What follows belongs to an exercise in optimizing a design on an open flow for small area; a production flow would make more cautious choices. In this exercise RTL edits were held to simulation tests only and were not proved equivalent to the original. Power and IR drop assume default switching activity.

==> flow/design.v <==
module mips_regfile_mp #(
   parameter int NUM_REGS     = 32,
   parameter int DATA_WIDTH   = 32,
   parameter int NUM_RD_PORTS = 2,
   parameter int ZERO_REG_EN  = 1,
   parameter int BYPASS_EN    = 1,
   parameter logic [DATA_WIDTH-1:0] RESET_VALUE = '0,
   localparam int AW = $clog2(NUM_REGS)
) (
   input  logic                               clk,
   input  logic                               rst,
   input  logic [NUM_RD_PORTS*AW-1:0]         rd_addr,
   output logic [NUM_RD_PORTS*DATA_WIDTH-1:0] rd_data,
   output logic [NUM_RD_PORTS-1:0]            rd_busy,
   input  logic                               wr_en,
   input  logic [AW-1:0]                      wr_addr,
   input  logic [DATA_WIDTH-1:0]              wr_data,
   input  logic                               busy_set,
   input  logic [AW-1:0]                      busy_addr,
   output logic [NUM_REGS-1:0]                busy
);
   localparam int NR = 32;   
   localparam int DW = 32;   
   logic [DW-1:0] regs   [1:NR-1];
   logic [DW-1:0] regs_d [1:NR-1];
   logic [NR-1:1] bsy;
   logic [3:0]    wa, nwa, nba;   
   logic [7:0]    wb, nwbl, nbbl;
   logic          nrst;
   logic [NR-1:1] nwdec;  
   logic [NR-1:1] load;   
   logic [NR-1:1] hold;   
   logic [NR-1:1] bset;   
   always_comb begin
      nrst = !rst;
      for (int i = 0; i < 4; i++) begin
         wa[i]  = (wr_addr[1:0] == 2'(i));
         nwa[i] = !wa[i];
         nba[i] = !(busy_addr[1:0] == 2'(i));
      end
      for (int j = 0; j < 8; j++) begin
         wb[j]   = wr_en && (wr_addr[4:2] == 3'(j));
         nwbl[j] = !(wr_en && nrst && (wr_addr[4:2] == 3'(j)));
         nbbl[j] = !(busy_set && nrst && (busy_addr[4:2] == 3'(j)));
      end
   end
   genvar r, b, p, g;
   generate
      for (r = 1; r < NR; r++) begin : g_dec
         rf_nand2 u_nwdec (.y(nwdec[r]), .a(wa[r%4]),  .b(wb[r/4]));
         rf_and2  u_hold  (.y(hold[r]),  .a(nwdec[r]), .b(nrst));
         rf_nor2  u_load  (.y(load[r]),  .a(nwa[r%4]), .b(nwbl[r/4]));
         rf_nor2  u_bset  (.y(bset[r]),  .a(nba[r%4]), .b(nbbl[r/4]));
      end
   endgenerate
   generate
      for (r = 1; r < NR; r++) begin : g_reg
         for (b = 0; b < DW; b++) begin : g_bit
            rf_a22o u_d (.y(regs_d[r][b]), .a1(load[r]), .a2(wr_data[b]),
                                           .b1(hold[r]), .b2(regs[r][b]));
         end
      end
   endgenerate
   logic [NR-1:1] bsy_d;
   generate
      for (r = 1; r < NR; r++) begin : g_bsy
         rf_a21o u_bd (.y(bsy_d[r]), .a1(hold[r]), .a2(bsy[r]), .b1(bset[r]));
      end
   endgenerate
   always_ff @(posedge clk) begin
      for (int k = 1; k < NR; k++) begin
         regs[k] <= regs_d[k];
         bsy[k]  <= bsy_d[k];
      end
   end
   assign busy = {bsy, 1'b0};
   generate
      for (p = 0; p < NUM_RD_PORTS; p++) begin : g_rd_port
         logic [AW-1:0] ra;
         logic [NR-1:1] sel;
         logic          byp;
         assign ra = rd_addr[p*AW +: AW];
         logic [3:0] pa;
         logic [7:0] pb;
         always_comb begin
            for (int i = 0; i < 4; i++) pa[i] = (ra[1:0] == 2'(i));
            for (int j = 0; j < 8; j++) pb[j] = (ra[4:2] == 3'(j));
         end
         for (r = 1; r < NR; r++) begin : g_sel
            rf_and3 u_sel (.y(sel[r]), .a(pa[r%4]), .b(pb[r/4]), .c(nwdec[r]));
         end
         assign byp = wr_en && (wr_addr != '0) && (ra == wr_addr);
         for (b = 0; b < DW; b++) begin : g_bit
            logic [11:0] n;
            logic [2:0]  o;
            for (g = 0; g < 10; g++) begin : g_grp
               rf_a222oi u_aoi (.y(n[g]),
                                .a1(sel[3*g+1]), .a2(regs[3*g+1][b]),
                                .b1(sel[3*g+2]), .b2(regs[3*g+2][b]),
                                .c1(sel[3*g+3]), .c2(regs[3*g+3][b]));
            end
            rf_nand2 u_l31 (.y(n[10]), .a(sel[31]), .b(regs[31][b]));
            rf_nand2 u_lbp (.y(n[11]), .a(byp),     .b(wr_data[b]));
            rf_nand4 u_n0 (.y(o[0]), .a(n[0]), .b(n[1]), .c(n[2]),  .d(n[3]));
            rf_nand4 u_n1 (.y(o[1]), .a(n[4]), .b(n[5]), .c(n[6]),  .d(n[7]));
            rf_nand4 u_n2 (.y(o[2]), .a(n[8]), .b(n[9]), .c(n[10]), .d(n[11]));
            rf_or3   u_o  (.y(rd_data[p*DW + b]), .a(o[0]), .b(o[1]), .c(o[2]));
         end
         begin : g_busy
            logic [10:0] n;
            logic [2:0]  o;
            for (g = 0; g < 10; g++) begin : g_grp
               rf_a222oi u_aoi (.y(n[g]),
                                .a1(sel[3*g+1]), .a2(bsy[3*g+1]),
                                .b1(sel[3*g+2]), .b2(bsy[3*g+2]),
                                .c1(sel[3*g+3]), .c2(bsy[3*g+3]));
            end
            rf_nand2 u_l31 (.y(n[10]), .a(sel[31]), .b(bsy[31]));
            rf_nand4 u_n0 (.y(o[0]), .a(n[0]), .b(n[1]), .c(n[2]), .d(n[3]));
            rf_nand4 u_n1 (.y(o[1]), .a(n[4]), .b(n[5]), .c(n[6]), .d(n[7]));
            rf_nand3 u_n2 (.y(o[2]), .a(n[8]), .b(n[9]), .c(n[10]));
            rf_or3   u_o  (.y(rd_busy[p]), .a(o[0]), .b(o[1]), .c(o[2]));
         end
      end
   endgenerate
endmodule
module rf_nand2 (output logic y, input logic a, b);
   assign y = !(a && b);
endmodule
module rf_nand3 (output logic y, input logic a, b, c);
   assign y = !(a && b && c);
endmodule
module rf_nand4 (output logic y, input logic a, b, c, d);
   assign y = !(a && b && c && d);
endmodule
module rf_nor2 (output logic y, input logic a, b);
   assign y = !(a || b);
endmodule
module rf_and2 (output logic y, input logic a, b);
   assign y = a && b;
endmodule
module rf_and3 (output logic y, input logic a, b, c);
   assign y = a && b && c;
endmodule
module rf_a21o (output logic y, input logic a1, a2, b1);
   assign y = (a1 && a2) || b1;
endmodule
module rf_or3 (output logic y, input logic a, b, c);
   assign y = a || b || c;
endmodule
module rf_a22o (output logic y, input logic a1, a2, b1, b2);
   assign y = (a1 && a2) || (b1 && b2);
endmodule
module rf_a222oi (output logic y, input logic a1, a2, b1, b2, c1, c2);
   assign y = !((a1 && a2) || (b1 && b2) || (c1 && c2));
endmodule
Settings: LEC_CHECK=0, CAP_MARGIN=20, CORE_MARGIN=2, CORE_UTILIZATION=46, PLACE_DENSITY=0.66, SETUP_SLACK_MARGIN=0.4, SLEW_MARGIN=20, SYNTH_HIERARCHICAL=1; clock period 8.0 ns.
standard.sh (not shown) runs the stock make flow with config.mk's settings and CLKGATE_MAP_FILE= SYNTH_SCRIPT=/design/flow/synth_recipe.tcl, a recipe that flattens the netlist after the stock synthesis.
==> flow/flow/run.sh <==
#!/bin/bash
# Own layout flow: the standard flow (standard.sh, unchanged synthesis) with
# the smallest buffer on the ports and clock tree synthesis without dummy loads
# and with larger sink clusters.
set -euo pipefail
cd "$(dirname "$0")/.."
bash standard.sh \
  "CTS_ARGS=-sink_clustering_enable -repair_clock_nets -dont_use_dummy_load -sink_clustering_size 24 -sink_clustering_max_diameter 120" \
  "BUFFER_PORTS_ARGS=-buffer_cell sky130_fd_sc_hd__buf_1" \
  finish > flow_make.log 2>&1
Edit:
--- a/flow/config.mk
+++ b/flow/config.mk
@@ -9,4 +9,4 @@
 export CORE_MARGIN = 2
-export CORE_UTILIZATION = 46
-export PLACE_DENSITY = 0.66
+export CORE_UTILIZATION = 40
+export PLACE_DENSITY = 0.6
 export SETUP_SLACK_MARGIN = 0.4
Result: Utilization goes down by 6.4 points; clock-buffer cell count does not change; combinational power is higher slightly; power rises slightly; sequential share of layout area decreases by 0.38 points; wire length came out higher by a few percent; worst setup slack is better by 0.020 ns; fmax hardly moves; design area came out higher slightly; clock power hardly moves; die area went up by about a fifth.
Edit:
--- a/flow/config.mk
+++ b/flow/config.mk
@@ -7,8 +7,8 @@
 export LEC_CHECK = 0
-export CAP_MARGIN = 20
+export CAP_MARGIN = 8
 export CORE_MARGIN = 2
-export CORE_UTILIZATION = 40
-export PLACE_DENSITY = 0.6
+export CORE_UTILIZATION = 46
+export PLACE_DENSITY = 0.66
 export SETUP_SLACK_MARGIN = 0.4
-export SLEW_MARGIN = 20
+export SLEW_MARGIN = 8
 export SYNTH_HIERARCHICAL = 1
Outcome: Power drops by 0.42%; die area drops by 13%; final area drops by 1.1%; non-clock buffer count drops by 30; setup slack got worse by 0.013 ns; first-iteration DRC count climbs by 3.3%; clock-buffer cell count does not change.

==> re-timing with driven ports <==
The results above use ideal ports. As a check the final layouts listed here were re-extracted and re-timed, cells and wires unchanged.
Step 1, drivers: a clkbuf_16 drives clk and a buf_2 each remaining input, both assumed.
Step 2, shift: input delay + t, output delay - t, t = (earliest + latest rising clock arrival at the registers) / 2. This alone moves slack from input paths to output paths.
Three values: no drivers, after step 1, after step 2; two values: the first two.
| run | shift t [ns] | slack for setup (ns) | clock arrival spread, ns | worst slew at a driven data input, ns | pins driven straight from the clock port |
|---|---|---|---|---|---|
| the first run | 0.706 | 0.929 / 0.907 / 0.907 | 0.045 / 0.045 | 0.19 | 1 |
| the second run | 0.734 | 0.949 / 0.927 / 0.927 | 0.046 / 0.047 | 0.07 | 1 |
| the third run | 0.714 | 0.937 / 0.914 / 0.914 | 0.040 / 0.041 | 0.17 | 1 |
After both steps setup and hold are still met in every run listed. The setup slack of the third run, which loses most, moves by -0.023 ns with the drivers and by -0.023 ns with both steps.
